What follows belongs to an exercise in optimizing a design on an open flow for small area; a production flow would make more cautious choices.
Function was checked by simulation only, so behaviour that the tests miss may differ from the original.
Power figures rest on the tool's default switching activity, not on a simulated workload.

// filter_pkt_out
module filter_pkt_out #(
    parameter int PKT_LEN    = ts_pkg::TS_PKT_LEN,
    parameter int ADDR_W     = 9,
    parameter int DROP_CNT_W = 16
) (
    input  logic                   clk,
    input  logic                   rst,
    input  logic                   ts_valid,
    input  logic [7:0]             ts_data,
    input  logic                   ts_sop,
    input  logic [ADDR_W-1:0]      dram_waddr,
    input  logic                   filter_eop,
    input  logic                   pid_find,
    input  logic [ts_pkg::PID_INDEX_W-1:0] pid_index,
    input  logic                   out_ready,
    output logic                   out_valid,
    output logic [7:0]             out_data,
    output logic                   out_sop,
    output logic                   out_eop,
    output logic [ts_pkg::PID_INDEX_W-1:0] out_index,
    output logic [DROP_CNT_W-1:0]  drop_cnt
);
    localparam int               OFF_W    = ADDR_W - 1;
    localparam logic [OFF_W-1:0] LAST_OFF = OFF_W'(PKT_LEN - 1);
    ts_pkg::rd_state_e              state_q, state_d;
    logic [1:0]             bank_full_q, bank_full_d;
    logic [1:0][ts_pkg::PID_INDEX_W-1:0] idx_q;
    logic                   wr_drop_q, wr_drop_d;
    logic                   older_q;
    logic                   rd_bank_q;
    logic [OFF_W-1:0]       rd_off_q;
    logic [DROP_CNT_W-1:0]  drop_cnt_q, drop_cnt_d;
    logic                   wr_bank;
    logic                   sop_in;
    logic                   wr_en;
    logic                   rd_en;
    logic                   commit;
    logic                   last_beat;
    logic                   sending;
    logic [7:0]             head0, head1;
    assign wr_bank = dram_waddr[ADDR_W-1];
    assign sop_in  = ts_valid & ts_sop;
    assign wr_drop_d = sop_in ? bank_full_q[wr_bank] : wr_drop_q;
    assign wr_en     = ts_valid & ~wr_drop_d;
    assign sending   = (state_q == ts_pkg::RD_SEND);
  ...
clock: 8.0 ns
lec_check: 0
cap_margin: 20
core_margin: 2
core_utilization: 50
cts_buf_list: sky130_fd_sc_hd__clkbuf_8
cts_cluster_size: 30
slew_margin: 20
run.sh (not shown) runs the stock make flow with config.mk's settings and CLKGATE_MAP_FILE= SYNTH_SCRIPT=/design/flow/synth_recipe.tcl, a recipe that flattens the netlist after the stock synthesis.
The baseline ran to the end with no violations.
Edit:
Settings changed: CORE_UTILIZATION 50 to 65, CTS_BUF_LIST sky130_fd_sc_hd__clkbuf_8 to default, CTS_CLUSTER_SIZE 30 to default.
After rerunning: Die area decreases by about 23%. Wire length decreases by about 6%. Combinational power is about the same. Utilization increases by 17 points. Total power increases by about 4%.
Edit:
Settings changed: CORE_UTILIZATION 65 to 30.
The changed run produced a clean layout.
Maximum frequency went down by 2.0%.
Register-to-register slack gains 0.04 ns.
Count of clock-buffer cells in the layout went down by 13.
Die area went up by 120%.
Wire length is about the same.
Combinational power went up by about 4%.
Critical path depth went down by 5.
Edit:
==> flow/flow/run.sh (new file) <==
#!/bin/bash
# Standard ORFS layout with two changes:
#  - clock tree: no dummy loads, clkbuf_8 leaf buffers driving clusters of up to 16 flip-flops
#  - port buffers: the smallest buffer (buf_1) instead of the resizer's default choice
# The full make output goes to flow_make.log; ORFS's per-step logs stay under orfs/logs.
set -euo pipefail
export CTS_ARGS="-sink_clustering_enable -repair_clock_nets -dont_use_dummy_load -buf_list sky130_fd_sc_hd__clkbuf_8 -sink_clustering_size 16 -sink_clustering_max_diameter 50"
export BUFFER_PORTS_ARGS="-buffer_cell sky130_fd_sc_hd__buf_1"
bash standard.sh > flow_make.log 2>&1
==> flow/standard.sh (new file) <==
#!/bin/bash
# synth_recipe.tcl (not shown) runs the flow's synth.tcl, then flattens the netlist and writes it again
# the make line also repeats each setting of config.mk as NAME=value (left out here)
make -C /OpenROAD-flow-scripts/flow DESIGN_CONFIG=/design/flow/config.mk WORK_HOME=/design/flow/orfs CLKGATE_MAP_FILE= SYNTH_SCRIPT=/design/flow/synth_recipe.tcl "${@:-finish}"
Settings changed: CORE_UTILIZATION 30 to 50.
removed: flow/run.sh
The changed run went through all stages and came out clean. Power fell by about a fifth. Core utilization rises by 19 points. Clock skew shrinks by 0.0092 ns.


Setup of rev 12:
filter_pkt_out, a different RTL version from the one above (not shown whole).
Size in the first run: ~75 I/O pins, about 86000 um^2 of cells after synthesis.
==> flow/config.mk <==
export PLATFORM = sky130hd
export DESIGN_NAME = filter_pkt_out
export DESIGN_NICKNAME = filter_pkt_out
export VERILOG_FILES = /design/flow/design.v
export SDC_FILE = /design/flow/constraint.sdc
export NUM_CORES = 4
export LEC_CHECK = 0
export CAP_MARGIN = 20
export CORE_MARGIN = 2
export CORE_UTILIZATION = 50
export SLEW_MARGIN = 20
export SYNTH_HIERARCHICAL = 1
==> flow/constraint.sdc <==
create_clock -name core_clock -period 8.0 [get_ports {clk}]
set_input_delay 1.6000 -clock core_clock [delete_from_list [all_inputs] [get_ports {clk}]]
set_output_delay 1.6000 -clock core_clock [all_outputs]
set_load 0.01 [all_outputs]
standard.sh (not shown) runs the stock make flow with config.mk's settings and CLKGATE_MAP_FILE= SYNTH_SCRIPT=/design/flow/synth_recipe.tcl, a recipe that flattens the netlist after the stock synthesis.
==> flow/flow/run.sh <==
#!/bin/bash
# Standard ORFS layout with two changes:
#  - clock tree: no dummy loads, clkbuf_8 leaf buffers driving clusters of up to 16 flip-flops
#  - port buffers: the smallest buffer (buf_1) instead of the resizer's default choice
# The full make output goes to flow_make.log; ORFS's per-step logs stay under orfs/logs.
set -euo pipefail
export CTS_ARGS="-sink_clustering_enable -repair_clock_nets -dont_use_dummy_load -buf_list sky130_fd_sc_hd__clkbuf_8 -sink_clustering_size 16 -sink_clustering_max_diameter 50"
export BUFFER_PORTS_ARGS="-buffer_cell sky130_fd_sc_hd__buf_1"
bash standard.sh > flow_make.log 2>&1
Rev 12: flow completed, timing, DRC and antenna clean
### rev 12 -> rev 13
==> flow/run.sh (new file) <==
#!/bin/bash
# synth_recipe.tcl (not shown) runs the flow's synth.tcl, then flattens the netlist and writes it again
# the make line also repeats each setting of config.mk as NAME=value (left out here)
make -C /OpenROAD-flow-scripts/flow DESIGN_CONFIG=/design/flow/config.mk WORK_HOME=/design/flow/orfs CLKGATE_MAP_FILE= SYNTH_SCRIPT=/design/flow/synth_recipe.tcl finish
removed: flow/flow/run.sh
removed: flow/standard.sh
### Flow results
Across both runs, sequential share of layout area was lower for rev 13 than for rev 12.
HPWL reported at the end of detailed placement went up slightly going from rev 12 to rev 13.
Met2 track utilization from global routing (higher): rev 13
Max combinational power share across rev 13 and rev 12: rev 12
As of rev 13, number of signal-net buffers in the layout had risen by a few percent compared to rev 12.
The lower pin slew with the least headroom to its limit came out of rev 12.
As of rev 13, clock buffer count had risen by more than 100% compared to rev 12.
The run showing the greater maximum level of the CTS H-tree is rev 13.
Compared with rev 12, in rev 13 pre-CTS setup slack saw a decrease, register share of total power saw a decrease, fmax saw a decrease.

re-timing with driven ports:
The results above use ideal ports. As a check the final layouts listed here were re-extracted and re-timed, cells and wires unchanged. Step 1, drivers: a clkbuf_16 drives clk and a buf_2 each remaining input, both assumed. Step 2, shift: input delay + t, output delay - t, t = (earliest + latest rising clock arrival at the registers) / 2. This alone moves slack from input paths to output paths. Slacks: ideal ports / drivers / drivers and shift; pairs: ideal ports / drivers.
| run | shift t [ns] | slack for setup (ns) | hold WS [ns] | worst register clock-pin slew, ns | cell pins on the clock port's net |
|---|---|---|---|---|---|
| the first run of note 1 | 1.081 | 3.577 / 3.505 / 2.921 | 0.355 / 0.355 / 0.355 | 0.07 / 0.07 | 1 |
| the second run of note 1 | 0.935 | 3.709 / 3.676 / 2.819 | 0.396 / 0.396 / 0.396 | 0.06 / 0.06 | 1 |
| the third run of note 1 | 0.876 | 3.622 / 3.540 / 2.828 | 0.367 / 0.367 / 0.367 | 0.07 / 0.07 | 1 |
| the fourth run of note 1 | 0.968 | 4.003 / 3.928 / 3.125 | 0.373 / 0.373 / 0.373 | 0.10 / 0.10 | 1 |
| rev 12 | 0.988 | 3.641 / 3.570 / 2.989 | 0.391 / 0.391 / 0.391 | 0.10 / 0.10 | 1 |
| rev 13 | 0.954 | 3.172 / 3.095 / 2.753 | 0.409 / 0.409 / 0.409 | 0.06 / 0.06 | 1 |
After both steps setup and hold are still met in every run listed. For the second run of note 1, which loses most, drivers alone change the setup slack by -0.033 ns; drivers and shift together by -0.890 ns.
